This is an optimization exercise on Yosys and OpenROAD, whose aim is small area, not a production implementation. At most, simulation tests tie the RTL to the original design; equivalence was not proved. Only the layout flow was run in runs 1 and 2; the RTL was not checked for function there. No activity file was given, so power comes from the tool's default toggle rates.

File: design.v
package rid_pkg;
  localparam int unsigned SPEED_DEPTH_DEF = 10;
  localparam int unsigned ACCEL_DEPTH_DEF = 100;
  localparam int unsigned IN_DATA_W  = 80;
  localparam int unsigned OUT_DATA_W = 56;
  localparam int unsigned CMD_W      = 2;
  localparam int unsigned REG_IDX_W  = 2;
  localparam int unsigned REG_DATA_W = 32;
  localparam logic signed [15:0] SPEED_LIMIT_RST = -16'sd256;
  function automatic logic [15:0] scale(input logic [15:0] g);
    logic        s;
    logic [15:0] m;
    logic [20:0] n;
    logic [16:0] t;
    logic [2:0]  r;
    logic [3:0]  r4;
    logic [16:0] q;
    s = g[15];
    m = s ? 16'(-g) : g;
    n = (21'(m) << 5) + (21'(m) << 4) + 21'(m) + 21'd40;
    t = n[20:4];
    r = 3'd0;
    for (int i = 16; i >= 0; i--) begin
      r4 = {r, t[i]};
      if (r4 >= 4'd5) begin
        q[i] = 1'b1;
        r    = 3'(r4 - 4'd5);
      end else begin
        q[i] = 1'b0;
        r    = r4[2:0];
      end
    end
    scale = s ? 16'(-q[15:0]) : q[15:0];
  endfunction
endpackage
module rid_ram #(
  parameter int unsigned WIDTH = 32,
  parameter int unsigned DEPTH = 100
) (
  input  logic             clk_i,
  input  logic             we_i,
  input  logic             clr_i,
  input  logic [WIDTH-1:0] wdata_i,
  output logic [WIDTH-1:0] tail_o
);
  logic [WIDTH*DEPTH-1:0] ring_q;
  logic [WIDTH-1:0]       in_d;
  assign tail_o = ring_q[WIDTH*DEPTH-1 -: WIDTH];
  assign in_d   = we_i ? wdata_i : (clr_i ? '0 : tail_o);
  always_ff @(posedge clk_i) begin
    ring_q <= {ring_q[WIDTH*(DEPTH-1)-1:0], in_d};
  end
endmodule
module rid_scan (
  input  logic               clk_i,
  input  logic               rst_ni,
  input  logic               first_i,    
  input  logic               upd_i,      
  input  logic               spd_i,      
  input  logic               conv_i,     
  output logic               busy_o,     
  input  logic signed [15:0] peak_thr_i,
  input  logic [15:0]        zspread_thr_i,
  input  logic [31:0]        hold_i,
  input  logic signed [15:0] limit_i,
  input  logic [31:0]        now_i,
  input  logic [31:0]        onset_i,
  output logic               cond_o,     
  output logic               late_o,     
  input  logic signed [15:0] x_i,
  input  logic signed [15:0] z_i,
  input  logic signed [15:0] v_i,
  output logic signed [19:0] sum_o,
  output logic signed [15:0] xmax_o,
  output logic [15:0]        spread_o
);
  logic signed [19:0] sum_q;
  logic signed [15:0] xmax_q, zmax_q, zmin_q;
  logic [2:0]  sel_q;        
  logic        pass_q;       
  logic [4:0]  j_q;          
  logic        s_q;          
  logic [4:0]  dl_q;         
  logic [1:0]  nc_q;         
  logic [2:0]  r_q;          
  logic        bw_q;         
  logic [1:0]  qd_q;         
  logic        qc_q;         
  logic [15:0] cur;
  logic        s, gbit, g4, g5, cbit, nbit, last, shift, rot;
  logic [2:0]  nsum;
  logic [2:0]  w, radd;
  logic [3:0]  rsum;
  logic        rb, xbit, qbit;
  logic        step_t;
  assign busy_o = !sel_q[2];
  assign cur  = (sel_q[1:0] == 2'd0) ? xmax_q : ((sel_q[1:0] == 2'd1) ? zmax_q : zmin_q);
  assign s    = (j_q == 5'd0 && !pass_q) ? cur[15] : s_q;
  assign gbit = j_q[4] ? s : cur[0];
  assign g4   = (j_q >= 5'd4) & dl_q[3];
  assign g5   = (j_q >= 5'd5) & dl_q[4];
  assign cbit = (j_q == 5'd19) | (j_q == 5'd21) | (j_q == 5'd5) |
                (s ? (j_q <= 5'd2) : (j_q == 5'd3));
  assign nsum = 3'(gbit) + 3'(g4) + 3'(g5) + 3'(cbit) + ((j_q == 5'd0) ? 3'd0 : 3'(nc_q));
  assign nbit = nsum[0];
  assign step_t = (j_q >= 5'd4);           
  always_comb begin
    case (j_q[1:0])
      2'd0:    w = 3'd1;
      2'd1:    w = 3'd2;
      2'd2:    w = 3'd4;
      default: w = 3'd3;
    endcase
    radd = nbit ? w : 3'd0;
    rsum = 4'(r_q) + 4'(radd);
  end
  assign rb   = (j_q == 5'd4) ? r_q[0] : ((j_q == 5'd5) ? r_q[1] : ((j_q == 5'd6) ? r_q[2] : 1'b0));
  assign xbit = nbit ^ rb ^ bw_q;
  assign qbit = xbit ^ qd_q[1] ^ qc_q;
  assign dec   = (sel_q == 3'd3);
  assign last  = dec ? (j_q == 5'd31) : (pass_q ? (j_q == 5'd19) : (j_q == 5'd22));
  assign rot   = !pass_q & !j_q[4];
  assign shift = (sel_q[2:1] == 2'b00 || sel_q == 3'd2) & (pass_q | rot);
  always_ff @(posedge clk_i or negedge rst_ni) begin
    if (!rst_ni) begin
      sel_q  <= 3'd4;
      pass_q <= 1'b0;
      j_q    <= '0;
    end else if (conv_i) begin
      sel_q  <= 3'd0;
      pass_q <= 1'b0;
      j_q    <= '0;
    end else if (!sel_q[2]) begin
      j_q <= last ? 5'd0 : j_q + 1'b1;
      if (last) begin
        if (dec) begin
          sel_q <= 3'd4;
        end else begin
          pass_q <= !pass_q;
          if (pass_q) sel_q <= sel_q + 1'b1;
        end
      end
    end
  end
  always_ff @(posedge clk_i) begin
    if (j_q == 5'd0 && !pass_q) s_q <= cur[15];
    dl_q <= {dl_q[3:0], gbit};
    nc_q <= nsum[2:1];
    if (j_q == 5'd0) begin
      if (!pass_q) r_q <= 3'd0;
      bw_q <= 1'b0;
      qd_q <= 2'd0;
      qc_q <= 1'b0;
    end
    if (step_t) begin
      if (!pass_q) r_q <= (rsum >= 4'd5) ? 3'(rsum - 4'd5) : rsum[2:0];
      bw_q <= (!nbit & (rb | bw_q)) | (rb & bw_q);
      qd_q <= {qd_q[0], qbit};
      qc_q <= (qbit & qd_q[1]) | (qbit & qc_q) | (qd_q[1] & qc_q);
    end
  end
  always_ff @(posedge clk_i) begin
    if (first_i) begin
      sum_q  <= 20'(v_i);
      xmax_q <= x_i;
      zmax_q <= z_i;
      zmin_q <= z_i;
    end else if (upd_i) begin
      if (spd_i) sum_q <= sum_q + 20'(v_i);
      if (x_i > xmax_q) xmax_q <= x_i;
      if (z_i > zmax_q) zmax_q <= z_i;
      if (z_i < zmin_q) zmin_q <= z_i;
    end else if (shift) begin
      case (sel_q[1:0])
        2'd0:    xmax_q <= {pass_q ? (qbit ^ (j_q == 5'd19)) : cur[0], xmax_q[15:1]};
        2'd1:    zmax_q <= {pass_q ? (qbit ^ (j_q == 5'd19)) : cur[0], zmax_q[15:1]};
        default: zmin_q <= {pass_q ? (qbit ^ (j_q == 5'd19)) : cur[0], zmin_q[15:1]};
      endcase
    end else if (dec && !j_q[4]) begin
      xmax_q <= {xmax_q[0], xmax_q[15:1]};
      zmax_q <= {dbit, zmax_q[15:1]};
      zmin_q <= {zmin_q[0], zmin_q[15:1]};
    end
  end
  logic        dec;
  logic        bz_q, gz_q, gx_q, lc_q, gs_q, be_q, ge_q;
  logic [2:0]  ld_q;          
  logic        dbit, thr_z, thr_x, lbit, l10, sbit, nbit2, obit, hbit, ebit;
  function automatic logic gt_step(input logic a, input logic b, input logic gt,
                                   input logic sgn);
    gt_step = sgn ? ((!a & b) | (gt & (a == b))) : ((a & !b) | (gt & (a == b)));
  endfunction
  assign dbit  = zmax_q[0] ^ zmin_q[0] ^ bz_q;
  assign thr_z = zspread_thr_i[j_q[3:0]];
  assign thr_x = peak_thr_i[j_q[3:0]];
  assign lbit  = j_q[4] ? limit_i[15] : limit_i[j_q[3:0]];
  assign l10   = ld_q[0] ^ ld_q[2] ^ lc_q;
  assign sbit  = (j_q < 5'd20) ? sum_q[j_q] : sum_q[19];
  assign nbit2 = now_i[j_q];
  assign obit  = onset_i[j_q];
  assign hbit  = hold_i[j_q];
  assign ebit  = nbit2 ^ obit ^ be_q;
  always_ff @(posedge clk_i) begin
    if (conv_i) begin
      bz_q <= 1'b0;
      gz_q <= 1'b0;
      gx_q <= 1'b0;
      lc_q <= 1'b0;
      gs_q <= 1'b0;
      be_q <= 1'b0;
      ge_q <= 1'b0;
      ld_q <= 3'd0;
    end else if (dec) begin
      if (!j_q[4]) begin
        bz_q <= (!zmax_q[0] & (zmin_q[0] | bz_q)) | (zmin_q[0] & bz_q);
        gz_q <= gt_step(dbit, thr_z, gz_q, 1'b0);
        gx_q <= gt_step(xmax_q[0], thr_x, gx_q, j_q == 5'd15);
      end
      ld_q <= {ld_q[1:0], lbit};
      lc_q <= (ld_q[0] & ld_q[2]) | (ld_q[0] & lc_q) | (ld_q[2] & lc_q);
      if (j_q < 5'd20) gs_q <= gt_step(sbit, l10, gs_q, j_q == 5'd19);
      be_q <= (!nbit2 & (obit | be_q)) | (obit & be_q);
      ge_q <= gt_step(ebit, hbit, ge_q, 1'b0);
    end
  end
  assign cond_o = sum_q[19] & gs_q & gx_q & gz_q;
  assign late_o = ge_q;
  assign sum_o  = sum_q;
  assign xmax_o = xmax_q;
  assign spread_o = zmax_q;
endmodule
module reverse_impact_detector_unit #(
  parameter int unsigned SPEED_DEPTH = rid_pkg::SPEED_DEPTH_DEF,
  parameter int unsigned ACCEL_DEPTH = rid_pkg::ACCEL_DEPTH_DEF
) (
  input  logic                            clk_i,
  input  logic                            rst_ni,
  input  logic                            s_axis_tvalid,
  output logic                            s_axis_tready,
  input  logic [rid_pkg::IN_DATA_W-1:0]   s_axis_tdata,
  input  logic [rid_pkg::CMD_W-1:0]       s_axis_tuser,
  output logic                            m_axis_tvalid,
  input  logic                            m_axis_tready,
  output logic [rid_pkg::OUT_DATA_W-1:0]  m_axis_tdata,
  input  logic                            cfg_we_i,
  input  logic [rid_pkg::REG_IDX_W-1:0]   cfg_idx_i,
  input  logic [rid_pkg::REG_DATA_W-1:0]  cfg_data_i
);
  localparam int unsigned AW = $clog2(ACCEL_DEPTH);
  localparam int unsigned SW = $clog2(SPEED_DEPTH);
  typedef enum logic [2:0] {
    ST_IDLE,
    ST_SCAN,
    ST_CONV,
    ST_DONE
  } state_e;
  logic signed [15:0] peak_thr_q;
  logic [15:0]        zspread_thr_q;
  logic [31:0]        hold_q;
  logic signed [15:0] limit_q;
  state_e             state_q, state_d;
  logic               clr_q;
  logic [AW-1:0]      da_q;
  logic [SW-1:0]      dv_q;
  logic               detected_q;
  logic [31:0]        onset_q;
  logic               m_valid_q;
  logic               busy;
  logic               s_acc, a_wr, v_wr, start, take;
  logic [1:0]         cmd;
  logic [31:0]        a_tail;
  logic [15:0]        v_tail;
  logic signed [19:0] sum;
  logic signed [15:0] xmax;
  logic [15:0]        spread;
  logic               cond, late;
  logic [31:0]        now;
  assign cmd   = s_axis_tuser;
  assign s_acc = s_axis_tvalid & s_axis_tready;
  assign a_wr  = s_acc & (cmd == 2'd1);
  assign v_wr  = s_acc & (cmd == 2'd0);
  assign start = (state_q == ST_IDLE) & !clr_q & s_axis_tvalid & (cmd == 2'd2) &
                 !m_valid_q & (da_q == '0);
  assign take  = (state_q == ST_DONE);
  always_comb begin
    s_axis_tready = 1'b0;
    if (state_q == ST_DONE) begin
      s_axis_tready = 1'b1;
    end else if (state_q == ST_IDLE && !clr_q) begin
      case (cmd)
        2'd0:    s_axis_tready = (dv_q == '0);
        2'd1:    s_axis_tready = (da_q == '0);
        2'd2:    s_axis_tready = 1'b0;
        default: s_axis_tready = 1'b1;
      endcase
    end
  end
  always_comb begin
    state_d = state_q;
    case (state_q)
      ST_IDLE: if (start) state_d = ST_SCAN;
      ST_SCAN: if (da_q == AW'(1)) state_d = ST_CONV;
      ST_CONV: if (!busy) state_d = ST_DONE;
      default: state_d = ST_IDLE;
    endcase
  end
  always_ff @(posedge clk_i or negedge rst_ni) begin
    if (!rst_ni) begin
      state_q <= ST_IDLE;
      clr_q   <= 1'b1;
      da_q    <= '0;
      dv_q    <= '0;
    end else begin
      state_q <= state_d;
      if (da_q == AW'(1)) clr_q <= 1'b0;
      if (!a_wr) da_q <= (da_q == '0) ? AW'(ACCEL_DEPTH - 1) : da_q - 1'b1;
      if (!v_wr) dv_q <= (dv_q == '0) ? SW'(SPEED_DEPTH - 1) : dv_q - 1'b1;
    end
  end
  always_ff @(posedge clk_i or negedge rst_ni) begin
    if (!rst_ni) begin
      peak_thr_q    <= '0;
      zspread_thr_q <= '0;
      hold_q        <= '0;
      limit_q       <= rid_pkg::SPEED_LIMIT_RST;
    end else if (cfg_we_i) begin
      case (cfg_idx_i)
        2'd0: peak_thr_q    <= cfg_data_i[15:0];
        2'd1: zspread_thr_q <= cfg_data_i[15:0];
        2'd2: hold_q        <= cfg_data_i;
        2'd3: limit_q       <= cfg_data_i[15:0];
        default: ;
      endcase
    end
  end
  rid_ram #(.WIDTH(32), .DEPTH(ACCEL_DEPTH)) u_accel (
    .clk_i   (clk_i),
    .we_i    (a_wr),
    .clr_i   (clr_q),
    .wdata_i (s_axis_tdata[47:16]),
    .tail_o  (a_tail)
  );
  rid_ram #(.WIDTH(16), .DEPTH(SPEED_DEPTH)) u_speed (
    .clk_i   (clk_i),
    .we_i    (v_wr),
    .clr_i   (clr_q),
    .wdata_i (s_axis_tdata[15:0]),
    .tail_o  (v_tail)
  );
  rid_scan u_scan (
    .clk_i   (clk_i),
    .rst_ni  (rst_ni),
    .first_i (start),
    .upd_i   (state_q == ST_SCAN),
    .spd_i   (da_q > AW'(ACCEL_DEPTH - SPEED_DEPTH)),
    .conv_i  ((state_q == ST_SCAN) && (da_q == AW'(1))),
    .busy_o  (busy),
    .x_i     (a_tail[15:0]),
    .z_i     (a_tail[31:16]),
    .v_i     (v_tail),
    .peak_thr_i    (peak_thr_q),
    .zspread_thr_i (zspread_thr_q),
    .hold_i        (hold_q),
    .limit_i       (limit_q),
    .now_i         (now),
    .onset_i       (onset_q),
    .cond_o        (cond),
    .late_o        (late),
    .sum_o   (sum),
    .xmax_o  (xmax),
    .spread_o (spread)
  );
  assign now     = s_axis_tdata[79:48];
  always_ff @(posedge clk_i or negedge rst_ni) begin
    if (!rst_ni) begin
      detected_q <= 1'b0;
      onset_q    <= '0;
      m_valid_q  <= 1'b0;
    end else begin
      if (take) begin
        if (cond) begin
          if (!detected_q) begin
            detected_q <= 1'b1;
            onset_q    <= now;
          end
        end else if (detected_q && late) begin
          detected_q <= 1'b0;
        end
        m_valid_q <= 1'b1;
      end else if (m_axis_tready) begin
        m_valid_q <= 1'b0;
      end
    end
  end
  assign m_axis_tvalid = m_valid_q;
  assign m_axis_tdata  = {3'b000, sum, spread, xmax, detected_q};
endmodule
File: flow/run.sh
#!/bin/bash
# Standard layout with a leaner clock tree (no dummy loads) and small port buffers.
set -e
export CTS_ARGS="-sink_clustering_enable -repair_clock_nets -sink_clustering_size 15 -sink_clustering_max_diameter 35 -buf_list sky130_fd_sc_hd__clkbuf_8 -dont_use_dummy_load"
export BUFFER_PORTS_ARGS="-buffer_cell sky130_fd_sc_hd__buf_1"
bash standard.sh > standard.log 2>&1
File: standard.sh
#!/bin/bash
# synth_recipe.tcl (not shown) runs the flow's synth.tcl, then flattens the netlist and writes it again
# the make line also repeats each setting of config.mk as NAME=value (left out here)
make -C /OpenROAD-flow-scripts/flow DESIGN_CONFIG=/design/flow/config.mk WORK_HOME=/design/flow/orfs CLKGATE_MAP_FILE= SYNTH_SCRIPT=/design/flow/synth_recipe.tcl "${@:-finish}"
File: config.mk
export PLATFORM = sky130hd
export DESIGN_NAME = reverse_impact_detector_unit
export DESIGN_NICKNAME = reverse_impact_detector_unit
export VERILOG_FILES = /design/flow/design.v
export SDC_FILE = /design/flow/constraint.sdc
export NUM_CORES = 4
export LEC_CHECK = 0
export ABC_AREA = 1
export CAP_MARGIN = 20
export CORE_MARGIN = 2
export CORE_UTILIZATION = 70
export PLACE_DENSITY = 0.8
export SLEW_MARGIN = 20
File: constraint.sdc
create_clock -name core_clock -period 10.0 [get_ports {clk_i}]
set_input_delay 2.0000 -clock core_clock [delete_from_list [all_inputs] [get_ports {clk_i}]]
set_output_delay 2.0000 -clock core_clock [all_outputs]
set_load 0.01 [all_outputs]
==> results by group, run 1 <==
Layout
  – Share of cells above drive strength 1: roughly 7.4%
  – Commonest non-fill, non-tap cells in the layout: dfxtp_1, nand2_1, clkbuf_8
  – Nets: 6017
  – Area Growth Syn to Fin: 8.65%
  – Commonest non-fill, non-tap cell in the layout: dfxtp_1
  – # fillers: roughly 6000

Clocking
  – CTS Buf Count: 349
  – Clock H-tree levels: 5
  – Worst skew pair latency: approximately 1.0 ns
  – Clock transition at path regs: 0.08 ns
  – Post-CTS sizing: 0
  – Root Buffer: clkbuf_8
  – CTS Hold Bufs: 0
  – Clock sink total: 3590
  – Post-CTS Repair Setup Buffers: 0
  – CTS tree: yes
  – Max Buffers Root-to-Sink: 4

Routing
  – DRT Pass-1 Iters: 6
  – Routed via count: 36000
  – DRT Wirelength: between 100000 and 150000 um
  – Post-route ant nets: 0
  – DRC viols: 0
  – DR WL/cell: 18.9 um
  – DR vias/cell: approximately 5
  – Initial DRC Count: 2287

Floorplan
  – Die area: ~0.12 mm^2
  – Core Footprint: 0.116 mm^2
  – Die Span Y: 346 um
  – Row count: 125
  – I/O pin total: 179
  – Die Wd: 346 um
  – Starting Density: between 70 and 80%

STA
  – Relative slew slack: approximately 34%
  – Skew final: 0.0857 ns
  – Tightest Pin Transition: 0.990 ns
  – Final WS setup: 4.62 ns
  – Setup TNS: 0 ns
  – Final Cycle Share: between 50% and 60%
  – Final Hold Viols: 0
  – Tmin final: between 5 and 6 ns
  – Final setup fails: 0
  – Max Freq: approximately 0.19 GHz
  – RSZ-0062 raised after global routing: no
  – Pins Over Slew Limit: 0

Power and ir drop
  – Total power draw: 0.0220 W
  – Peak supply drop: 0.242 mV
  – Power Density: between 200 and 250 mW/mm^2
  – Pleak: 37.3 nW

Yosys
  – Unique masters post-synth: 51
  – Mapped Cells: between 5000 and 6000
  – Register bit count reported by yosys: 3590
  – Synth Flop Type: dfxtp_1
  – YS warnings: 4
  – Register area share after synthesis: 89.3%
  – Asr flop ratio synth: 3.82%
  – Top cells by area, synth: dfxtp_1, dfrtp_1, edfxtp_1
  – Synth Area per Inst: about 15 um^2
  – Top-area cell type share of the netlist area: roughly 82%
  – Mapped Area: 0.0821 mm^2
  – Synth area leader: dfxtp_1
  – Post-synth EDFFs: 72

Worst setup path
  – Crit Path Class: reg -> reg
  – Crit-path max FO: 89
  – CP arrival: just over 6 ns
  – Crit. End Element: flip-flop
  – Minimum setup slack among reg-to-reg paths: 4.62 ns
  – Worst Setup Start Kind: flip-flop
  – Worst path required time: 10.68 ns

Global routing
  – Gr ovfl total: 0
  – GRT Total Usage: 23.6%
  – First-pass GRT wire length: ~220000 um
  – Vias in the first global route: 38400
  – Largest net degree at the start of global routing: 90
  – Initial antenna violation count: 10

Placed design
  – DP Worst Slack: 4.56 ns
  – Placer congestion estimate: 0.836
  – Hpwl dp: between 80000 and 90000 um
  – Port buffer count: 175

Worst hold path
  – Hold WC Path Type: reg -> reg

Status
  – Outcome: timing/DRC/antenna clean

Run
  – Number of max-cap violations: 0
## sequential cells by signal (all words and copies together) (netlist names), 2 cells and up
signal,count
onset_q,32
da_q,7
u_scan.sel_q,3
limit_q,16
u_scan.zmin_q,16
u_scan.xmax_q,16
u_scan.j_q,5
dv_q,4
u_scan.nc_q,2
u_scan.zmax_q,16
u_accel.ring_q,3200
hold_q,32
u_scan.qd_q,2
u_scan.r_q,3
zspread_thr_q,16
u_speed.ring_q,160
peak_thr_q,16
u_scan.dl_q,5
u_scan.ld_q,3
u_scan.sum_q,20
state_q,2
## metal layers
layer | GRT usage, % | routed length, um
met2 | 39.0 | 67600
met4 | 9.28 | 4150
met1 | 31.1 | 59800
met3 | 4.39 | 6540
met5 | 0 | 0
## critical path, stage by stage (launching register included)
cell,delay (ns)
dfrtp_2,0.34
buf_4,0.70
inv_2,0.07
ha_1,0.23
nand2_1,0.14
nor2_1,0.07
o21ai_0,0.24
inv_1,0.11
nand2_1,0.06
o21ai_0,0.13
ha_1,0.36
fa_1,0.48
ha_1,0.32
inv_1,0.12
fa_1,0.45
or2_2,0.32
nand2_1,0.06
nand2_1,0.04
and2_1,0.16
nand2_1,0.06
nand2_1,0.04
o21ai_0,0.40
nand2_1,0.10
nand2_1,0.08
nand2_1,0.05
## kinds of logic after synthesis
group           synth area share [%]
xor+xnor                       0.117
simple gates                    3.65
compound gates                  2.99
other cells                  0.00457
fa+ha+maj                       1.70
flops                           89.3
mux                            0.355
buf+inv                         1.90
## final timing paths
path                                       from                    to  cells past startpoint
setup reg to reg                  u_scan.j_q[0]     u_scan.zmax_q[15]                     24
hold / removal             u_accel.ring_q[2930]  u_accel.ring_q[2962]                      0
setup / recovery                  u_scan.j_q[0]     u_scan.zmax_q[15]                     24
max in group asynchronous                rst_ni         u_scan.j_q[0]                      2
hold reg to reg            u_accel.ring_q[2930]  u_accel.ring_q[2962]                      0
min in group asynchronous                rst_ni     zspread_thr_q[15]                      1
## cell usage after synthesis, types with 39 or more instances
| library cell | n |
|---|---|
| nor2_1 | 236 |
| a21oi_1 | 86 |
| clkbuf_1 | 47 |
| o21ai_1 | 39 |
| edfxtp_1 | 72 |
| nand3_1 | 58 |
| ha_1 | 99 |
| dfrtp_1 | 127 |
| inv_1 | 309 |
| o21ai_0 | 284 |
| dfxtp_1 | 3381 |
| nand2_1 | 400 |
## where the power goes
group	switching [W]	internal [W]	total (W)
registers	0.0000478	0.0144	0.0145
clock network	0.00423	0.00311	0.00735
logic	0.000143	0.0000823	0.000225
total	0.00442	0.0176	0.0220
## final cells by class
cell class / instances / area [um^2] / share of cell area (%)
antenna: 4 / 10.0 / 0.0112
clock buffer: 349 / 4800 / 5.39
inverter: 312 / 1170 / 1.31
multi-input combinational: 1351 / 7270 / 8.15
sequential: 3590 / 73300 / 82.2
tap: 1524 / 1910 / 2.14
timing repair buffer: 185 / 739 / 0.829
## through the flow
step | util [%] | instances | area, um^2 | hold WS (ns)
floorplan | - | 5331 | 82100 | 0.310
global placement | 72.6 | 6962 | 84400 | 0.310
detailed placement | 72.6 | 6962 | 84400 | 0.312
CTS | 76.7 | 7311 | 89200 | 0.240
global route | 76.7 | 7314 | 89200 | 0.243
finish | 76.7 | 7315 | 89200 | 0.253
==> run 2: changes to the inputs <==
--- a/design.v
+++ b/design.v
@@ -47,4 +47,6 @@
   logic [WIDTH-1:0]       in_d;
+  logic                   keep;
   assign tail_o = ring_q[WIDTH*DEPTH-1 -: WIDTH];
-  assign in_d   = we_i ? wdata_i : (clr_i ? '0 : tail_o);
+  assign keep   = !we_i & !clr_i;
+  assign in_d   = (wdata_i & {WIDTH{we_i}}) | (tail_o & {WIDTH{keep}});
   always_ff @(posedge clk_i) begin
@@ -161,2 +163,12 @@
   end
+  function automatic logic sgt16(input logic [15:0] a, input logic [15:0] b);
+    logic g, e;
+    g = !a[15] & b[15];
+    e = !(a[15] ^ b[15]);
+    for (int i = 14; i >= 0; i--) begin
+      g = g | (e & a[i] & !b[i]);
+      e = e & !(a[i] ^ b[i]);
+    end
+    sgt16 = g;
+  endfunction
   always_ff @(posedge clk_i) begin
@@ -169,5 +181,5 @@
       if (spd_i) sum_q <= sum_q + 20'(v_i);
-      if (x_i > xmax_q) xmax_q <= x_i;
-      if (z_i > zmax_q) zmax_q <= z_i;
-      if (z_i < zmin_q) zmin_q <= z_i;
+      if (sgt16(x_i, xmax_q)) xmax_q <= x_i;
+      if (sgt16(z_i, zmax_q)) zmax_q <= z_i;
+      if (sgt16(zmin_q, z_i)) zmin_q <= z_i;
     end else if (shift) begin
@@ -268,2 +280,4 @@
   logic               busy;
+  logic               jr;
+  logic [31:0]        wdata;
   logic               s_acc, a_wr, v_wr, start, take;
@@ -319,17 +333,9 @@
   end
-  always_ff @(posedge clk_i or negedge rst_ni) begin
-    if (!rst_ni) begin
-      peak_thr_q    <= '0;
-      zspread_thr_q <= '0;
-      hold_q        <= '0;
-      limit_q       <= rid_pkg::SPEED_LIMIT_RST;
-    end else if (cfg_we_i) begin
-      case (cfg_idx_i)
-        2'd0: peak_thr_q    <= cfg_data_i[15:0];
-        2'd1: zspread_thr_q <= cfg_data_i[15:0];
-        2'd2: hold_q        <= cfg_data_i;
-        2'd3: limit_q       <= cfg_data_i[15:0];
-        default: ;
-      endcase
-    end
+  assign jr    = clr_q & (da_q == '0);
+  assign wdata = jr ? '0 : cfg_data_i;
+  always_ff @(posedge clk_i) begin
+    if (jr || (cfg_we_i && cfg_idx_i == 2'd0)) peak_thr_q    <= wdata[15:0];
+    if (jr || (cfg_we_i && cfg_idx_i == 2'd1)) zspread_thr_q <= wdata[15:0];
+    if (jr || (cfg_we_i && cfg_idx_i == 2'd2)) hold_q        <= wdata;
+    if (jr || (cfg_we_i && cfg_idx_i == 2'd3)) limit_q       <= {wdata[15:8] | {8{jr}}, wdata[7:0]};
   end
@@ -376,3 +382,2 @@
       detected_q <= 1'b0;
-      onset_q    <= '0;
       m_valid_q  <= 1'b0;
@@ -381,6 +386,3 @@
         if (cond) begin
-          if (!detected_q) begin
-            detected_q <= 1'b1;
-            onset_q    <= now;
-          end
+          if (!detected_q) detected_q <= 1'b1;
         end else if (detected_q && late) begin
@@ -390,3 +392,3 @@
       end else if (m_axis_tready) begin
-        m_valid_q <= 1'b0;
+        m_valid_q  <= 1'b0;
       end
@@ -394,2 +396,5 @@
   end
+  always_ff @(posedge clk_i) begin
+    if (take && cond && !detected_q) onset_q <= now;
+  end
   assign m_axis_tvalid = m_valid_q;
==> flow/run.sh (replaced) <==
#!/bin/bash
# Standard layout with a leaner clock tree (no dummy loads) and small port buffers.
set -e
export CTS_ARGS="-sink_clustering_enable -repair_clock_nets -sink_clustering_size 16 -sink_clustering_max_diameter 60 -buf_list sky130_fd_sc_hd__clkbuf_8 -dont_use_dummy_load"
export BUFFER_PORTS_ARGS="-buffer_cell sky130_fd_sc_hd__buf_1"
bash standard.sh > standard.log 2>&1
==> run 2 against run 1 <==
  * The layout now fails its checks (antenna rules)
  * Sequential cell count is the same
  * Worst setup slack got worse by 0.32 ns
  * Hold slack gained 0.019 ns
  * Non-clock buffer count increased by 2
  * Clock power decreased by 12%
  * Synthesized area down 1.4%
  * Core utilization decreased by 0.65 points
  * Via count fell by 6.9%
  * Sequential power rose by about 10%
  * Largest cell class unchanged
  * Largest power group unchanged
==> results by group, run 2 <==
Status
  – Outcome: failed layout checks
  – Layout Check Failures: antenna rules

Placed design
  – Placer congestion estimate: 0.860 (+2.9%)
  – Hpwl dp: 75300 um (-9.0%)
  – Cell Area, Placed: 0.0833 mm^2 (-1.2%)
  – Port buffer count: 175 (unchanged)

Layout
  – Fin area: 0.0871 mm^2 (-2.3%)
  – Commonest non-fill, non-tap cell in the layout: dfxtp_1
  – Commonest non-fill, non-tap cells in the layout: dfxtp_1, clkbuf_8, nand2_1
  – Area Growth Syn to Fin: 7.65%
  – Register with the most flip-flops: u_accel.ring_q
  – Max reg flops: 3200 (unchanged)
  – Nets: 5592 (-7.1%)
  – Regs by FF count: u_accel.ring_q: 3200 flops, u_speed.ring_q: 160 flops
  – Share of cells above drive strength 1: 5.96% (-1.4 points)

Worst setup path
  – Minimum setup slack among reg-to-reg paths: 4.31 ns (-0.32 ns)
  – Reg-to-reg critical path endpoint: u_scan.zmin_q[15]
  – CP arrival: 6.32 ns (+0.26 ns)
  – Reg2reg start: u_scan.j_q[1]
  – Crit. End Element: flip-flop
  – Crit-path max FO: 48 (-46%)
  – Crit Path Class: reg -> reg
  – Worst path required time: 10.62 ns (-0.06 ns)
  – R2R cell count: 27 (+13%)
  – Worst Setup Start Kind: flip-flop

Yosys
  – Top-area cell type share of the netlist area: 83.6% (+1.2 points)
  – Top-count cell post-synth: dfxtp_1
  – Post-synth EDFFs: 184 (+160%)
  – Synth Flop Type: dfxtp_1
  – Top cells by area, synth: dfxtp_1, edfxtp_1, inv_1
  – Asr flop ratio synth: 0.696% (-3.1 points)
  – Register bit count reported by yosys: 3590 (unchanged)
  – Unique masters post-synth: 50 (-2.0%)
  – Mapped Area: 0.0809 mm^2 (-1.4%)
  – Register area share after synthesis: 91.2% (+1.9 points)
  – Mapped Cells: 5003 (-6.1%)
  – Most frequent cells after synthesis: dfxtp_1, inv_1, nand2_1
  – Synth area leader: dfxtp_1
  – Synth Area per Inst: 16.2 um^2 (+5.0%)
  – YS warnings: 4 (unchanged)

Floorplan
  – Die area: 0.118 mm^2 (-1.4%)
  – I/O pin total: 179 (unchanged)
  – Die Span Y: 344 um (-0.69%)
  – Row count: 124 (-0.80%)
  – Die Wd: 344 um (-0.69%)
  – Starting Density: 70.7% (about the same)
  – Core Footprint: 0.115 mm^2 (-1.5%)

Clocking
  – Clock transition at path regs: 0.10 ns (+0.02 ns)
  – Post-CTS sizing: 0 (unchanged)
  – Post-CTS Repair Setup Buffers: 0 (unchanged)
  – CTS Hold Bufs: 0 (unchanged)
  – CTS Buf Count: 276 (-21%)
  – Clock sink total: 3590 (unchanged)
  – Max Buffers Root-to-Sink: 4 (unchanged)
  – Root Buffer: clkbuf_8
  – Clock H-tree levels: 5 (unchanged)
  – Worst skew pair latency: 0.94 ns (-0.07 ns)
  – CTS tree: yes

Routing
  – Initial DRC Count: 2301 (+0.61%)
  – DRT Pass-1 Iters: 5 (-1)
  – Post-route ant nets: 1 (+1)
  – DRC viols: 0 (unchanged)
  – DR vias/cell: 4.84 (-1.7%)
  – Routed via count: 33500 (-6.9%)
  – DR WL/cell: 17.7 um (-6.4%)
  – DRT Wirelength: 123000 um (-11%)

Power and ir drop
  – Sw Pwr: 0.00612 W (+38%)
  – Sequential share of power: 64.0% (-1.6 points)
  – Clock power share: 25.8% (-7.5 points)
  – Power Density: 286 mW/mm^2 (+16%)
  – Cell Int Power: 0.0188 W (+7.0%)
  – Comb pwr share: 10.1% (+9.1 points)
  – Switching power share of the total: 24.5% (+4.4 points)
  – Pleak: 35.3 nW (-5.4%)
  – Total power draw: 0.0250 W (+13%)
  – Peak supply drop: 0.241 mV (-0.59%)

STA
  – Skew final: 0.108 ns (+0.0225 ns)
  – Tightest Pin Transition: 0.936 ns (-0.0536 ns)
  – Tmin final: 5.69 ns (+0.318 ns)
  – RSZ-0062 raised after global routing: no
  – Final Cycle Share: 56.9% (+3.2 points)
  – Max Freq: 0.176 GHz (-5.6%)
  – Worst hold slack: 0.272 ns (+0.0189 ns)
  – Final Hold Viols: 0 (unchanged)
  – Final setup fails: 0 (unchanged)
  – Pins Over Slew Limit: 0 (unchanged)
  – Relative slew slack: 37.4% (+3.4 points)
  – Setup TNS: 0 ns (unchanged)

Global routing
  – Vias in the first global route: 34700 (-9.6%)
  – Gr ovfl total: 0 (unchanged)
  – Initial antenna violation count: 13 (+3)
  – GRT Total Usage: 20.9% (-2.6 points)
  – First-pass GRT wire length: 188000 um (-13%)
  – Largest net degree at the start of global routing: 89 (-1.1%)

Worst hold path
  – HP Start: u_accel.ring_q[1615]
  – Worst Hold End: u_accel.ring_q[1647]
  – Hold WC Path Type: reg -> reg
  – Number of cells on the worst hold path: 0 (unchanged)

Run
  – Number of max-cap violations: 0 (unchanged)
-- run 2: changes by cell type after synthesis, sizes merged, moves of 25 or more --
cell,delta
a21oi,-38
o22ai,+73
nor2,-29
dfrtp,-104
mux2,-25
edfxtp,+112
o21ai,-123
ha,-44
inv,-36
nand2,-131
-- run 2: power groups by stage --
stage / logic, W / registers, W / clock network [W]
floorplan: 0.00171 / 0.0162 / 0
global placement: 0.00241 / 0.0162 / 0
detailed placement: 0.00249 / 0.0163 / 0
CTS: 0.00251 / 0.0160 / 0.00664
global route: 0.00284 / 0.0161 / 0.00711
finish: 0.00253 / 0.0160 / 0.00645
-- run 2: metal layers --
metal,routed length (um),up-vias,GRT usage [%]
li1,-,16400,-
met1,55400,15900,29.2
met2,55700,923,32.9
met3,7940,254,4.57
met4,3480,0,7.47
met5,0,-,0
-- run 2: layout make-up --
cell class | count | area [um^2]
Antenna cell | 13 | 32.5
Clock buffer | 276 | 3800
Fill cell | 6224 | 27400
Inverter | 278 | 1040
Multi-Input combinational cell | 1075 | 5770
Sequential cell | 3590 | 73800
Tap cell | 1512 | 1890
Timing Repair Buffer | 187 | 761
-- run 2: worst max-delay path by stage --
stage | start | end | cells after the start
after detailed placement | u_scan.j_q[1] | u_scan.r_q[1] | 30
after global placement | u_scan.j_q[1] | u_scan.r_q[1] | 30
final | u_scan.j_q[1] | u_scan.zmin_q[15] | 27
after CTS | u_scan.j_q[1] | u_scan.zmin_q[15] | 27
after floorplan | u_scan.j_q[0] | u_scan.r_q[0] | 30
after global routing | u_scan.j_q[1] | u_scan.zmax_q[15] | 27
-- run 2: worst max-delay path, cell delays in order, from the launching register on --
cell     delay [ns]
dfrtp_1        0.37
buf_4          0.31
inv_1          0.11
buf_4          0.46
ha_1           0.24
inv_1          0.05
nor2_1         0.15
inv_1          0.10
nor2_4         0.15
nand2_1        0.06
o21ai_1        0.13
inv_2          0.07
nor2_1         0.08
a31oi_1        0.07
ha_1           0.30
inv_1          0.05
fa_1           0.52
inv_1          0.04
ha_1           0.28
inv_1          0.08
fa_1           0.52
xnor2_1        0.26
xor2_1         0.32
xor2_1         0.10
o21ai_0        0.27
inv_1          0.10
a21oi_1        0.12
o21ai_0        0.09
-- run 2: per-stage QoR --
step / instances / setup slack [ns] / utilization, %
final: 6931 / 4.31 / 76.1
after global placement: 6641 / 4.40 / 72.7
after CTS: 6918 / 4.35 / 76.1
after floorplan: 5005 / 4.94 / -
after global routing: 6921 / 3.88 / 76.1
after detailed placement: 6642 / 4.35 / 72.8
-- run 2: kinds of logic (layout without fill, tap and decap cells) --
family / count (synthesis) / in the layout / share of synthesized area, %
buffers and inverters: 340 / 741 / 1.69
flip-flops: 3590 / 3590 / 91.2
AND/OR/NAND/NOR: 593 / 593 / 3.06
adder cells (fa/ha/maj): 63 / 63 / 1.05
AO/OA/AOI/OAI: 393 / 393 / 2.72
XOR/XNOR: 23 / 23 / 0.249
other: 1 / 16 / 0.00463
==> run 3: changes to the inputs <==
--- a/design.v
+++ b/design.v
@@ -34,2 +34,44 @@
   endfunction
+  function automatic logic sgt16(input logic [15:0] a, input logic [15:0] b);
+    logic g, e;
+    g = !a[15] & b[15];
+    e = !(a[15] ^ b[15]);
+    for (int i = 14; i >= 0; i--) begin
+      g = g | (e & a[i] & !b[i]);
+      e = e & !(a[i] ^ b[i]);
+    end
+    sgt16 = g;
+  endfunction
+  function automatic logic [19:0] add20(input logic [19:0] a, input logic [19:0] b);
+    logic c;
+    c = 1'b0;
+    for (int i = 0; i < 20; i++) begin
+      add20[i] = a[i] ^ b[i] ^ c;
+      c = (a[i] & b[i]) | (a[i] & c) | (b[i] & c);
+    end
+  endfunction
+  function automatic logic [4:0] inc5(input logic [4:0] a);
+    logic c;
+    c = 1'b1;
+    for (int i = 0; i < 5; i++) begin
+      inc5[i] = a[i] ^ c;
+      c = a[i] & c;
+    end
+  endfunction
+  function automatic logic [6:0] dec7(input logic [6:0] a);
+    logic b;
+    b = 1'b1;
+    for (int i = 0; i < 7; i++) begin
+      dec7[i] = a[i] ^ b;
+      b = !a[i] & b;
+    end
+  endfunction
+  function automatic logic [3:0] dec4(input logic [3:0] a);
+    logic b;
+    b = 1'b1;
+    for (int i = 0; i < 4; i++) begin
+      dec4[i] = a[i] ^ b;
+      b = !a[i] & b;
+    end
+  endfunction
 endpackage
@@ -92,5 +134,5 @@
   logic        s, gbit, g4, g5, cbit, nbit, last, shift, rot;
-  logic [2:0]  nsum;
-  logic [2:0]  w, radd;
-  logic [3:0]  rsum;
+  logic [1:0]  nci, nco;
+  logic        fa1s, fa1c, fa2c;
+  logic [2:0]  rnext;
   logic        rb, xbit, qbit;
@@ -101,18 +143,40 @@
   assign gbit = j_q[4] ? s : cur[0];
-  assign g4   = (j_q >= 5'd4) & dl_q[3];
-  assign g5   = (j_q >= 5'd5) & dl_q[4];
+  assign step_t = j_q[4] | j_q[3] | j_q[2];                          
+  assign g4   = step_t & dl_q[3];
+  assign g5   = (j_q[4] | j_q[3] | (j_q[2] & (j_q[1] | j_q[0]))) & dl_q[4];   
   assign cbit = (j_q == 5'd19) | (j_q == 5'd21) | (j_q == 5'd5) |
-                (s ? (j_q <= 5'd2) : (j_q == 5'd3));
-  assign nsum = 3'(gbit) + 3'(g4) + 3'(g5) + 3'(cbit) + ((j_q == 5'd0) ? 3'd0 : 3'(nc_q));
-  assign nbit = nsum[0];
-  assign step_t = (j_q >= 5'd4);           
+                (s ? ((j_q[4:2] == 3'd0) & !(j_q[1] & j_q[0])) : (j_q == 5'd3));
+  assign nci  = (j_q == 5'd0) ? 2'd0 : nc_q;
+  assign fa1s = gbit ^ g4 ^ g5;
+  assign fa1c = (gbit & g4) | (gbit & g5) | (g4 & g5);
+  assign nbit = fa1s ^ cbit ^ nci[0];
+  assign fa2c = (fa1s & cbit) | (fa1s & nci[0]) | (cbit & nci[0]);
+  assign nco  = {(fa1c & fa2c) | (fa1c & nci[1]) | (fa2c & nci[1]), fa1c ^ fa2c ^ nci[1]};
   always_comb begin
-    case (j_q[1:0])
-      2'd0:    w = 3'd1;
-      2'd1:    w = 3'd2;
-      2'd2:    w = 3'd4;
-      default: w = 3'd3;
-    endcase
-    radd = nbit ? w : 3'd0;
-    rsum = 4'(r_q) + 4'(radd);
+    rnext = r_q;
+    if (nbit) begin
+      case ({j_q[1:0], r_q})
+        5'b00_000: rnext = 3'd1;
+        5'b00_001: rnext = 3'd2;
+        5'b00_010: rnext = 3'd3;
+        5'b00_011: rnext = 3'd4;
+        5'b00_100: rnext = 3'd0;
+        5'b01_000: rnext = 3'd2;
+        5'b01_001: rnext = 3'd3;
+        5'b01_010: rnext = 3'd4;
+        5'b01_011: rnext = 3'd0;
+        5'b01_100: rnext = 3'd1;
+        5'b10_000: rnext = 3'd4;
+        5'b10_001: rnext = 3'd0;
+        5'b10_010: rnext = 3'd1;
+        5'b10_011: rnext = 3'd2;
+        5'b10_100: rnext = 3'd3;
+        5'b11_000: rnext = 3'd3;
+        5'b11_001: rnext = 3'd4;
+        5'b11_010: rnext = 3'd0;
+        5'b11_011: rnext = 3'd1;
+        5'b11_100: rnext = 3'd2;
+        default:   rnext = 3'bxxx;
+      endcase
+    end
   end
@@ -135,3 +199,3 @@
     end else if (!sel_q[2]) begin
-      j_q <= last ? 5'd0 : j_q + 1'b1;
+      j_q <= last ? 5'd0 : rid_pkg::inc5(j_q);
       if (last) begin
@@ -141,3 +205,3 @@
           pass_q <= !pass_q;
-          if (pass_q) sel_q <= sel_q + 1'b1;
+          if (pass_q) sel_q <= {1'b0, sel_q[1] ^ sel_q[0], !sel_q[0]};
         end
@@ -149,3 +213,3 @@
     dl_q <= {dl_q[3:0], gbit};
-    nc_q <= nsum[2:1];
+    nc_q <= nco;
     if (j_q == 5'd0) begin
@@ -157,3 +221,3 @@
     if (step_t) begin
-      if (!pass_q) r_q <= (rsum >= 4'd5) ? 3'(rsum - 4'd5) : rsum[2:0];
+      if (!pass_q) r_q <= rnext;
       bw_q <= (!nbit & (rb | bw_q)) | (rb & bw_q);
@@ -163,12 +227,2 @@
   end
-  function automatic logic sgt16(input logic [15:0] a, input logic [15:0] b);
-    logic g, e;
-    g = !a[15] & b[15];
-    e = !(a[15] ^ b[15]);
-    for (int i = 14; i >= 0; i--) begin
-      g = g | (e & a[i] & !b[i]);
-      e = e & !(a[i] ^ b[i]);
-    end
-    sgt16 = g;
-  endfunction
   always_ff @(posedge clk_i) begin
@@ -180,6 +234,6 @@
     end else if (upd_i) begin
-      if (spd_i) sum_q <= sum_q + 20'(v_i);
-      if (sgt16(x_i, xmax_q)) xmax_q <= x_i;
-      if (sgt16(z_i, zmax_q)) zmax_q <= z_i;
-      if (sgt16(zmin_q, z_i)) zmin_q <= z_i;
+      if (spd_i) sum_q <= rid_pkg::add20(sum_q, 20'(v_i));
+      if (rid_pkg::sgt16(x_i, xmax_q)) xmax_q <= x_i;
+      if (rid_pkg::sgt16(z_i, zmax_q)) zmax_q <= z_i;
+      if (rid_pkg::sgt16(zmin_q, z_i)) zmin_q <= z_i;
     end else if (shift) begin
@@ -199,2 +253,3 @@
   logic [2:0]  ld_q;          
+  logic        sum20;
   logic        dbit, thr_z, thr_x, lbit, l10, sbit, nbit2, obit, hbit, ebit;
@@ -209,3 +264,4 @@
   assign l10   = ld_q[0] ^ ld_q[2] ^ lc_q;
-  assign sbit  = (j_q < 5'd20) ? sum_q[j_q] : sum_q[19];
+  assign sum20 = j_q[4] & (j_q[3] | j_q[2]);                           
+  assign sbit  = sum20 ? sum_q[19] : sum_q[j_q];
   assign nbit2 = now_i[j_q];
@@ -232,3 +288,3 @@
       lc_q <= (ld_q[0] & ld_q[2]) | (ld_q[0] & lc_q) | (ld_q[2] & lc_q);
-      if (j_q < 5'd20) gs_q <= gt_step(sbit, l10, gs_q, j_q == 5'd19);
+      if (!sum20) gs_q <= gt_step(sbit, l10, gs_q, j_q == 5'd19);
       be_q <= (!nbit2 & (obit | be_q)) | (obit & be_q);
@@ -329,4 +385,4 @@
       if (da_q == AW'(1)) clr_q <= 1'b0;
-      if (!a_wr) da_q <= (da_q == '0) ? AW'(ACCEL_DEPTH - 1) : da_q - 1'b1;
-      if (!v_wr) dv_q <= (dv_q == '0) ? SW'(SPEED_DEPTH - 1) : dv_q - 1'b1;
+      if (!a_wr) da_q <= (da_q == '0) ? AW'(ACCEL_DEPTH - 1) : rid_pkg::dec7(da_q);
+      if (!v_wr) dv_q <= (dv_q == '0) ? SW'(SPEED_DEPTH - 1) : rid_pkg::dec4(dv_q);
     end
@@ -360,3 +416,3 @@
     .upd_i   (state_q == ST_SCAN),
-    .spd_i   (da_q > AW'(ACCEL_DEPTH - SPEED_DEPTH)),
+    .spd_i   (da_q[6] & (da_q[5] | (da_q[4] & da_q[3] & (da_q[2] | (da_q[1] & da_q[0]))))),
     .conv_i  ((state_q == ST_SCAN) && (da_q == AW'(1))),
==> flow/run.sh (replaced) <==
#!/bin/bash
# The standard layout (standard.sh, unchanged synthesis), with a leaner clock tree (clkbuf_8
# leaves over clusters of at most 18 sinks, no dummy loads), the smallest port buffers, and
# more rounds of antenna repair after detailed routing.
set -e
export CTS_ARGS="-sink_clustering_enable -repair_clock_nets -sink_clustering_size 18 -sink_clustering_max_diameter 50 -buf_list sky130_fd_sc_hd__clkbuf_8 -dont_use_dummy_load"
export BUFFER_PORTS_ARGS="-buffer_cell sky130_fd_sc_hd__buf_1"
export MAX_REPAIR_ANTENNAS_ITER_DRT=15
bash standard.sh > standard.log 2>&1
--- a/config.mk
+++ b/config.mk
@@ -10,4 +10,4 @@
 export CORE_MARGIN = 2
-export CORE_UTILIZATION = 70
-export PLACE_DENSITY = 0.8
+export CORE_UTILIZATION = 75
+export PLACE_DENSITY = 0.85
 export SLEW_MARGIN = 20
==> run 3 against run 2 <==
  * Now clean on timing, DRC and antenna
  * Cell area fell by 1.5%
  * Sequential power barely moved
  * Highest routed layer is now met5
  * Sequential share of layout area rose by 1.3 points
  * Sequential cell count did not move
  * Synthesized area fell by 0.58%
  * Critical endpoint is now u_scan.sum_q[19]
  * First-iteration DRC count rose by 4.9%
  * Core utilization rose by 4.3 points
  * Fmax fell by 39%
==> results by group, run 3 <==
Status
  – Outcome: timing/DRC/antenna clean

Floorplan
  – Starting Density: 75.4% (+4.7 points)
  – Die area: 0.110 mm^2 (-7.1%)
  – Row count: 120 (-3.2%)
  – Die Span Y: 332 um (-3.6%)
  – I/O pin total: 179 (unchanged)
  – Core Footprint: 0.107 mm^2 (-6.8%)
  – Die Wd: 332 um (-3.6%)

Worst hold path
  – Worst Hold End: u_accel.ring_q[765]
  – HP Start: u_accel.ring_q[733]
  – Hold WC Path Type: reg -> reg
  – Number of cells on the worst hold path: 0 (unchanged)

Worst setup path
  – Crit. End Element: flip-flop
  – Reg2reg start: u_scan.sum_q[0]
  – Crit-path max FO: 3 (-94%)
  – CP delay by family, top: adder cells
  – Worst Setup Start Kind: flip-flop
  – Most frequent CP cell: fa_1
  – R2R cell count: 22 (-19%)
  – Minimum setup slack among reg-to-reg paths: 0.62 ns (-3.69 ns)
  – CP arrival: 10.05 ns (+3.73 ns)
  – Cell breakdown of the critical path: ha_1 > fa_1 > fa_1 > fa_1 > fa_1 > fa_1 > fa_1 > fa_1 > fa_1 > fa_1 > fa_1 > fa_1 > fa_1 > fa_1 > fa_1 > fa_1 > fa_1 > fa_1 > fa_1 > or2_2 > nand3_1 > xor2_1
  – Largest stage delay on the critical path: 0.50 ns (-0.02 ns)
  – Slowest cell on crit path: fa_1
  – Reg-to-reg critical path endpoint: u_scan.sum_q[19]
  – Crit Path Class: reg -> reg
  – Worst path required time: 10.67 ns (+0.05 ns)
  – Crit path buf inv count: 0 (-10)

Yosys
  – Top cells by area, synth: dfxtp_1, edfxtp_1, nand2_1
  – Synth Flop Type: dfxtp_1
  – Unique masters post-synth: 46 (-8.0%)
  – Synth area leader: dfxtp_1
  – Mapped Area: 0.0805 mm^2 (-0.58%)
  – Most frequent cells after synthesis: dfxtp_1, nand2_1, inv_1
  – Asr flop ratio synth: 0.696% (unchanged)
  – Top-area cell type share of the netlist area: 84.0% (+0.41 points)
  – Post-synth EDFFs: 187 (+1.6%)
  – Synth Area per Inst: 16.5 um^2 (+2.0%)
  – Top-count cell post-synth: dfxtp_1
  – YS warnings: 4 (unchanged)
  – Mapped Cells: 4879 (-2.5%)
  – Register bit count reported by yosys: 3590 (unchanged)
  – Register area share after synthesis: 91.8% (+0.56 points)

Placed design
  – Port buffer count: 175 (unchanged)
  – Cell Area, Placed: 0.0828 mm^2 (-0.66%)
  – Hpwl dp: 80000 um (+6.2%)
  – Placer congestion estimate: 0.840 (-2.3%)

Routing
  – Post-route ant nets: 0 (-1)
  – DR vias/cell: 4.93 (+1.9%)
  – Routed via count: 32700 (-2.4%)
  – DR WL/cell: 18.2 um (+3.1%)
  – DRT Wirelength: 121000 um (-1.2%)
  – Initial DRC Count: 2413 (+4.9%)
  – DRT Pass-1 Iters: 7 (+2)
  – DRC viols: 0 (unchanged)

Clocking
  – Post-CTS sizing: 0 (unchanged)
  – Clock transition at path regs: 0.11 ns (about the same)
  – CTS Buf Count: 224 (-19%)
  – Clock H-tree levels: 4 (-1)
  – CTS tree: yes
  – Post-CTS Repair Setup Buffers: 0 (unchanged)
  – Max Buffers Root-to-Sink: 3 (-1)
  – CTS Hold Bufs: 0 (unchanged)
  – Worst skew pair latency: 0.88 ns (-0.06 ns)
  – Root Buffer: clkbuf_8
  – Clock sink total: 3590 (unchanged)

STA
  – Max Freq: 0.107 GHz (-39%)
  – Tightest Pin Transition: 1.13 ns (+0.191 ns)
  – Final Hold Viols: 0 (unchanged)
  – Skew final: 0.0707 ns (-0.0375 ns)
  – Tmin final: 9.38 ns (+3.69 ns)
  – Final Cycle Share: 93.8% (+37 points)
  – Setup TNS: 0 ns (unchanged)
  – Final setup fails: 0 (unchanged)
  – Relative slew slack: 24.9% (-13 points)
  – Pins Over Slew Limit: 0 (unchanged)
  – RSZ-0062 raised after global routing: no

Global routing
  – Initial antenna violation count: 5 (-8)
  – Gr ovfl total: 0 (unchanged)
  – Vias in the first global route: 34300 (-1.1%)
  – GRT Total Usage: 22.3% (+1.3 points)
  – Largest net degree at the start of global routing: 94 (+5.6%)
  – First-pass GRT wire length: 186000 um (-1.1%)

Power and ir drop
  – Sequential share of power: 66.7% (+2.7 points)
  – Cell Int Power: 0.0180 W (-4.4%)
  – Clock power share: 24.5% (-1.3 points)
  – Comb pwr share: 8.9% (-1.2 points)
  – Power Density: 276 mW/mm^2 (-3.8%)
  – Sw Pwr: 0.00564 W (-7.8%)
  – Peak supply drop: 0.177 mV (-26%)
  – Pleak: 34.7 nW (-1.7%)
  – Switching power share of the total: 23.8% (-0.67 points)

Layout
  – Register with the most flip-flops: u_accel.ring_q
  – Footprint of the multi-input gates: 0.00534 mm^2 (-7.4%)
  – Regs by FF count: u_accel.ring_q: 3200 flops, u_speed.ring_q: 160 flops
  – Fin area: 0.0858 mm^2 (-1.5%)
  – Commonest non-fill, non-tap cells in the layout: dfxtp_1, nand2_1, inv_1
  – Share of cells above drive strength 1: 5.66% (-0.30 points)
  – Max reg flops: 3200 (unchanged)
  – Area Growth Syn to Fin: 6.67%
  – Register area: 0.0739 mm^2 (about the same)
  – Commonest non-fill, non-tap cell in the layout: dfxtp_1
  – # fillers: 4950 (-20%)
  – Nets: 5418 (-3.1%)

Run
  – Number of max-cap violations: 0 (unchanged)
## run 3: metrics by stage
step	hold slack, ns	util [%]	setup slack, ns	total power (W)	cells
2_1_floorplan	0.310	-	1.11	0.0173	4881
3_3_place_gp	0.310	77.5	0.879	0.0179	6413
3_5_place_dp	0.312	77.5	0.629	0.0181	6413
4_1_cts	0.271	80.4	0.586	0.0237	6637
5_1_grt	0.276	80.4	0.331	0.0245	6638
6_report	0.273	80.4	0.618	0.0237	6641
## run 3: routing by layer
layer,track usage (%),part of all wire [%]
met5,0,0.15
met3,4.74,6.0
met4,8.94,3.5
met1,29.8,44
met2,36.1,47
## run 3: cells by family (layout without fill, tap and decap cells)
group / Yosys count / in the layout / synth area share, %
flops: 3590 / 3590 / 91.8
simple gates: 537 / 537 / 2.66
compound gates: 354 / 354 / 2.66
buf+inv: 329 / 682 / 1.63
fa+ha+maj: 61 / 61 / 1.18
xor+xnor: 6 / 6 / 0.0653
other cells: 1 / 7 / 0.00466
mux: 1 / 1 / 0.0124
## run 3: worst max-delay path by stage
| stage | start | end | slack (ns) | cells after the start |
|---|---|---|---|---|
| after global placement | u_scan.sum_q[0] | u_scan.sum_q[19] | 0.88 | 22 |
| after CTS | u_scan.sum_q[0] | u_scan.sum_q[19] | 0.59 | 22 |
| after detailed placement | u_scan.sum_q[0] | u_scan.sum_q[19] | 0.63 | 22 |
| after floorplan | u_scan.sum_q[0] | u_scan.sum_q[19] | 1.11 | 22 |
| final | u_scan.sum_q[0] | u_scan.sum_q[19] | 0.62 | 22 |
| after global routing | u_scan.sum_q[0] | u_scan.sum_q[19] | 0.33 | 22 |
## run 3: power groups by stage
stage / combinational (W) / sequential (W) / clock [W]
floorplan: 0.00129 / 0.0160 / 0
global placement: 0.00185 / 0.0160 / 0
detailed placement: 0.00203 / 0.0161 / 0
CTS: 0.00205 / 0.0158 / 0.00591
global route: 0.00230 / 0.0158 / 0.00638
finish: 0.00209 / 0.0158 / 0.00579
## run 3: final cells by class
cell class / count / area share, %
multi-input combinational: 962 / 6.22
tap: 1403 / 2.04
inverter: 265 / 1.16
antenna: 4 / 0.0117
clock buffer: 224 / 3.59
timing repair buffer: 193 / 0.924
sequential: 3590 / 86.0
==> run 4: changes to the inputs <==
--- a/design.v
+++ b/design.v
@@ -191,7 +191,12 @@
     if (!rst_ni) begin
-      sel_q  <= 3'd4;
-      pass_q <= 1'b0;
-      j_q    <= '0;
+      sel_q <= 3'd4;
     end else if (conv_i) begin
-      sel_q  <= 3'd0;
+      sel_q <= 3'd0;
+    end else if (!sel_q[2] && last) begin
+      if (dec) sel_q <= 3'd4;
+      else if (pass_q) sel_q <= {1'b0, sel_q[1] ^ sel_q[0], !sel_q[0]};
+    end
+  end
+  always_ff @(posedge clk_i) begin
+    if (conv_i) begin
       pass_q <= 1'b0;
@@ -200,10 +205,3 @@
       j_q <= last ? 5'd0 : rid_pkg::inc5(j_q);
-      if (last) begin
-        if (dec) begin
-          sel_q <= 3'd4;
-        end else begin
-          pass_q <= !pass_q;
-          if (pass_q) sel_q <= {1'b0, sel_q[1] ^ sel_q[0], !sel_q[0]};
-        end
-      end
+      if (last && !dec) pass_q <= !pass_q;
     end
@@ -389,3 +387,3 @@
   end
-  assign jr    = clr_q & (da_q == '0);
+  assign jr    = !rst_ni | (clr_q & (da_q == '0) & !cfg_we_i);
   assign wdata = jr ? '0 : cfg_data_i;
==> flow/run.sh (replaced) <==
#!/bin/bash
# Layout flow: the standard synthesis (standard.sh synth, unchanged), then a second ABC
# mapping of the combinational logic only (flow/remap.sh; every flip-flop instance is kept
# as it is, with its name and cell), then the standard layout steps with a leaner clock tree
# (clkbuf_8 leaves over clusters of at most 18 sinks, no dummy loads), the smallest port
# buffers, and more rounds of antenna repair after detailed routing.
# Each tool's output goes to a log file of its own in this folder.
set -e
export CTS_ARGS="-sink_clustering_enable -repair_clock_nets -sink_clustering_size 18 -sink_clustering_max_diameter 50 -buf_list sky130_fd_sc_hd__clkbuf_8 -dont_use_dummy_load"
export BUFFER_PORTS_ARGS="-buffer_cell sky130_fd_sc_hd__buf_1"
export MAX_REPAIR_ANTENNAS_ITER_DRT=15
bash standard.sh synth > standard_synth.log 2>&1
bash flow/remap.sh > remap.log 2>&1
bash standard.sh > standard.log 2>&1
==> flow/remap.sh (new file) <==
#!/bin/bash
# Re-map the combinational logic of the standard synthesis netlist with ABC for area.
# Flip-flops and tie cells are black boxes, so every register keeps its instance name and
# cell; ports keep their names; internal nets are renamed.
set -euo pipefail
R=$(pwd)/orfs/results/sky130hd/reverse_impact_detector_unit/base
LIB=$FLOW_HOME/platforms/sky130hd/lib/sky130_fd_sc_hd__tt_025C_1v80.lib
DU=""
for c in $(sed -n '/^export DONT_USE_CELLS/,/^#/p' $FLOW_HOME/platforms/sky130hd/config.mk | grep -o 'sky130_fd_sc_hd__[a-z0-9_]*'); do
  DU="$DU -dont_use $c"
done
YOSYS=yosys
command -v yosys > /dev/null || YOSYS=$FLOW_HOME/../tools/install/yosys/bin/yosys
cp $R/1_2_yosys.v $R/1_2_yosys_standard.v
cat > remap.ys <<EOT
read_liberty -ignore_miss_func $LIB
read_verilog $R/1_2_yosys_standard.v
hierarchy -top reverse_impact_detector_unit
tee -o remap_before.txt stat -liberty $LIB
blackbox sky130_fd_sc_hd__df* sky130_fd_sc_hd__edf* sky130_fd_sc_hd__sdf* sky130_fd_sc_hd__conb_1
flatten
rename -hide w:*.*
opt_clean
techmap
opt -fast
abc -liberty $LIB $DU -script +strash;dch,-f;map,-a;strash;dch,-f;map,-a;topo;dnsize;
opt_clean -purge
splitnets
opt_clean -purge
hilomap -singleton -hicell sky130_fd_sc_hd__conb_1 HI -locell sky130_fd_sc_hd__conb_1 LO
insbuf -buf sky130_fd_sc_hd__buf_4 A X
opt_clean -purge
check
tee -o remap_after.txt stat -liberty $LIB
write_verilog -noattr -nohex -nodec $R/1_2_yosys.v
EOT
$YOSYS -s remap.ys > remap_yosys.log 2>&1
# the flip-flops must be the standard synthesis's, by instance name and cell
grep -E '^\s*sky130_fd_sc_hd__(df|edf|sdf)' $R/1_2_yosys_standard.v | awk '{print $1, $2}' | sort > remap_flops_standard.txt
grep -E '^\s*sky130_fd_sc_hd__(df|edf|sdf)' $R/1_2_yosys.v | awk '{print $1, $2}' | sort > remap_flops_new.txt
cmp remap_flops_standard.txt remap_flops_new.txt
--- a/config.mk
+++ b/config.mk
@@ -10,4 +10,4 @@
 export CORE_MARGIN = 2
-export CORE_UTILIZATION = 75
-export PLACE_DENSITY = 0.85
+export CORE_UTILIZATION = 70
+export PLACE_DENSITY = 0.78
 export SLEW_MARGIN = 20
==> run 4 against run 3 <==
  * Fmax increased by 57%
  * Critical path depth increased by 7
  * Register-to-register slack improved by 3.4 ns
  * Critical path type unchanged
  * Highest routed layer unchanged
==> results by group, run 4 <==
Clocking
  – Post-CTS Repair Setup Buffers: 0 (unchanged)
  – Clock sink total: 3590 (unchanged)
  – Root Buffer: clkbuf_8
  – CTS Hold Bufs: 0 (unchanged)
  – Clock transition at path regs: 0.10 ns (about the same)
  – Max Buffers Root-to-Sink: 3 (unchanged)
  – Post-CTS sizing: 0 (unchanged)
  – CTS Buf Count: 224 (unchanged)
  – CTS tree: yes
  – Worst skew pair latency: 0.92 ns (+0.04 ns)
  – Clock H-tree levels: 4 (unchanged)

Power and ir drop
  – Comb pwr share: 7.8% (-1.1 points)
  – Clock power share: 25.5% (+1.0 points)
  – Cell Int Power: 0.0175 W (-2.8%)
  – Switching power share of the total: 23.3% (-0.55 points)
  – Peak supply drop: 0.165 mV (-6.9%)
  – Sw Pwr: 0.00532 W (-5.7%)
  – Power Density: 269 mW/mm^2 (-2.3%)
  – Pleak: 33.1 nW (-4.6%)
  – Total power draw: 0.0228 W (-3.5%)
  – Sequential share of power: 66.7% (about the same)

Worst setup path
  – Crit Path Class: reg -> reg
  – CP delay by family, top: simple AND/OR/NAND/NOR gates
  – Slowest cell on crit path: nor2_1
  – Crit path buf inv count: 6 (+6)
  – Reg-to-reg critical path endpoint: u_scan.zmin_q[15]
  – CP arrival: 6.69 ns (-3.36 ns)
  – Crit. End Element: flip-flop
  – Critical path depth: 29 (+32%)
  – CP startpoint: u_scan.j_q[3]
  – Minimum setup slack among reg-to-reg paths: 4.01 ns (+3.39 ns)
  – Worst path required time: 10.70 ns (+0.03 ns)
  – Crit path to: u_scan.zmin_q[15]
  – R2R cell count: 29 (+32%)
  – Reg2reg start: u_scan.j_q[3]
  – Largest stage delay on the critical path: 0.67 ns (+0.17 ns)
  – Crit-path max FO: 11 (+8)
  – Worst Setup Start Kind: flip-flop

Layout
  – Max reg flops: 3200 (unchanged)
  – Commonest non-fill, non-tap cell in the layout: dfxtp_1
  – Fin util: 75.6% (-4.8 points)
  – Register with the most flip-flops: u_accel.ring_q
  – Area Growth Syn to Fin: 7.39%
  – Regs by FF count: u_accel.ring_q: 3200 flops, u_speed.ring_q: 160 flops
  – Commonest non-fill, non-tap cells in the layout: dfxtp_1, clkbuf_8, nand2_1
  – Fin area: 0.0848 mm^2 (-1.2%)
  – Nets: 5192 (-4.2%)
  – # fillers: 6191 (+25%)
  – Share of cells above drive strength 1: 5.21% (-0.45 points)

Yosys
  – Mapped Area: 0.0790 mm^2 (-1.9%)
  – Synth Area per Inst: 17.0 um^2 (+2.9%)
  – Mapped Cells: 4653 (-4.6%)
  – YS warnings: 4 (unchanged)

Floorplan
  – Core Footprint: 0.112 mm^2 (+5.1%)
  – Die Wd: 340 um (+2.5%)
  – Starting Density: 70.4% (-5.0 points)
  – Row count: 123 (+2.5%)
  – Die area: 0.116 mm^2 (+5.1%)
  – Die Span Y: 340 um (+2.5%)
  – I/O pin total: 179 (unchanged)

Routing
  – Post-route ant nets: 0 (unchanged)
  – DR vias/cell: 4.75 (-3.7%)
  – DRT Wirelength: 107000 um (-12%)
  – Routed via count: 31200 (-4.6%)
  – DRT Pass-1 Iters: 6 (-1)
  – Initial DRC Count: 1776 (-26%)
  – DR WL/cell: 16.2 um (-11%)
  – DRC viols: 0 (unchanged)

Global routing
  – Largest net degree at the start of global routing: 44 (-53%)
  – Gr ovfl total: 0 (unchanged)
  – Vias in the first global route: 32200 (-6.1%)
  – Initial antenna violation count: 16 (+11)
  – First-pass GRT wire length: 171000 um (-8.0%)
  – GRT Total Usage: 19.0% (-3.3 points)

Worst hold path
  – Hold WC Path Type: reg -> reg
  – Number of cells on the worst hold path: 0 (unchanged)

STA
  – Worst hold slack: 0.267 ns (-0.00588 ns)
  – Tightest Pin Transition: 1.27 ns (+0.139 ns)
  – Final Cycle Share: 59.9% (-34 points)
  – Relative slew slack: 15.6% (-9.3 points)
  – Skew final: 0.101 ns (+0.0299 ns)
  – Final setup fails: 0 (unchanged)
  – Final Hold Viols: 0 (unchanged)
  – Pins Over Slew Limit: 0 (unchanged)
  – Max Freq: 0.167 GHz (+57%)
  – Tmin final: 5.99 ns (-3.39 ns)
  – Setup TNS: 0 ns (unchanged)
  – RSZ-0062 raised after global routing: no

Placed design
  – Cell Area, Placed: 0.0817 mm^2 (-1.3%)
  – Port buffer count: 175 (unchanged)
  – Hpwl dp: 62900 um (-21%)
  – Placer congestion estimate: 0.821 (-2.3%)

Status
  – Outcome: timing/DRC/antenna clean

Run
  – Number of max-cap violations: 0 (unchanged)
[run 4: changes by cell type in the layout (fill, tap and decap cells not counted), sizes merged, moves of 12 or more]
| cell | before | now |
|---|---|---|
| nand4 | 14 | 2 |
| a22oi | 1 | 84 |
| clkinv | 2 | 212 |
| fa | 25 | 0 |
| ha | 36 | 0 |
| nor2 | 194 | 148 |
| xor2 | 5 | 28 |
| inv | 263 | 0 |
| o22ai | 95 | 30 |
| a21oi | 34 | 88 |
| nand2 | 282 | 215 |
| o21ai | 199 | 150 |
[run 4: worst min path at each step]
stage / start / to / slack (ns)
2_1_floorplan: u_accel.ring_q[968] / u_accel.ring_q[1000] / 0.31
4_1_cts: u_accel.ring_q[2864] / u_accel.ring_q[2896] / 0.26
3_3_place_gp: u_speed.ring_q[23] / u_speed.ring_q[39] / 0.31
6_report: u_accel.ring_q[2864] / u_accel.ring_q[2896] / 0.27
5_1_grt: u_accel.ring_q[1264] / u_accel.ring_q[1296] / 0.28
3_5_place_dp: u_accel.ring_q[1212] / u_accel.ring_q[1244] / 0.31
[run 4: through the flow]
| step | setup slack (ns) | instances |
|---|---|---|
| 3_5_place_dp | 4.12 | 6345 |
| 4_1_cts | 4.08 | 6569 |
| 3_3_place_gp | 4.37 | 6345 |
| 6_report | 4.01 | 6574 |
| 5_1_grt | 3.24 | 6571 |
| 2_1_floorplan | 3.48 | 4655 |
[run 4: layout make-up]
| class | count | area [um^2] | area share, % |
|---|---|---|---|
| inverters | 212 | 796 | 0.938 |
| flip-flops and latches | 3590 | 73800 | 87.1 |
| clock buffers | 224 | 3080 | 3.64 |
| diodes | 5 | 12.5 | 0.0148 |
| multi-input cells | 849 | 4390 | 5.17 |
| repair buffers | 194 | 800 | 0.943 |
| well taps | 1500 | 1880 | 2.21 |
[run 4: metal layers]
layer | track usage [%] | vias up | routed length, um
met5 | 0 | - | 101
met4 | 7.25 | 16 | 3170
met3 | 4.84 | 256 | 6300
met2 | 28.0 | 698 | 45700
met1 | 27.5 | 14800 | 51500
li1 | - | 15500 | -
[run 4: worst reg2reg max path: cells and delay by family, from the launching register on]
kind	cells	cell delay [ns]
flip-flops	1	0.37
AND/OR/NAND/NOR	14	2.48
AO/OA/AOI/OAI	5	1.00
buffers and inverters	6	1.23
XOR/XNOR	4	0.70
[run 4: power groups by stage]
stage	Clock [W]	Combinational, W	Sequential (W)
3_3_place_gp	0	0.00171	0.0155
3_5_place_dp	0	0.00176	0.0156
6_report	0.00581	0.00178	0.0152
5_1_grt	0.00648	0.00197	0.0153
2_1_floorplan	0	0.00110	0.0155
4_1_cts	0.00598	0.00176	0.0152

static timing again, ports no longer ideal:
In the flow no input, the clock included, has a driving cell. The finished layouts below were timed again as built, in two steps.
Step 1: set_driving_cell puts a clkbuf_16 on clk_i and a buf_2 on each other input, an assumption about the parent block.
Step 2 times the ports against the registers' clock, not the clock port: input delays grow and output delays shrink by t, the midpoint of the rising clock arrivals with the driver on.
a / b / c = ideal ports / drivers / drivers and shift; a / b = the first two.
run	t, ns	setup WS [ns]	hold slack, ns
run 1	1.026	4.623 / 4.623 / 4.623	0.253 / 0.253 / 0.253
run 2	0.984	4.305 / 4.305 / 4.305	0.272 / 0.272 / 0.272
run 3	0.927	0.618 / 0.618 / 0.618	0.273 / 0.273 / 0.273
run 4	0.948	4.006 / 4.006 / 4.006	0.267 / 0.267 / 0.267
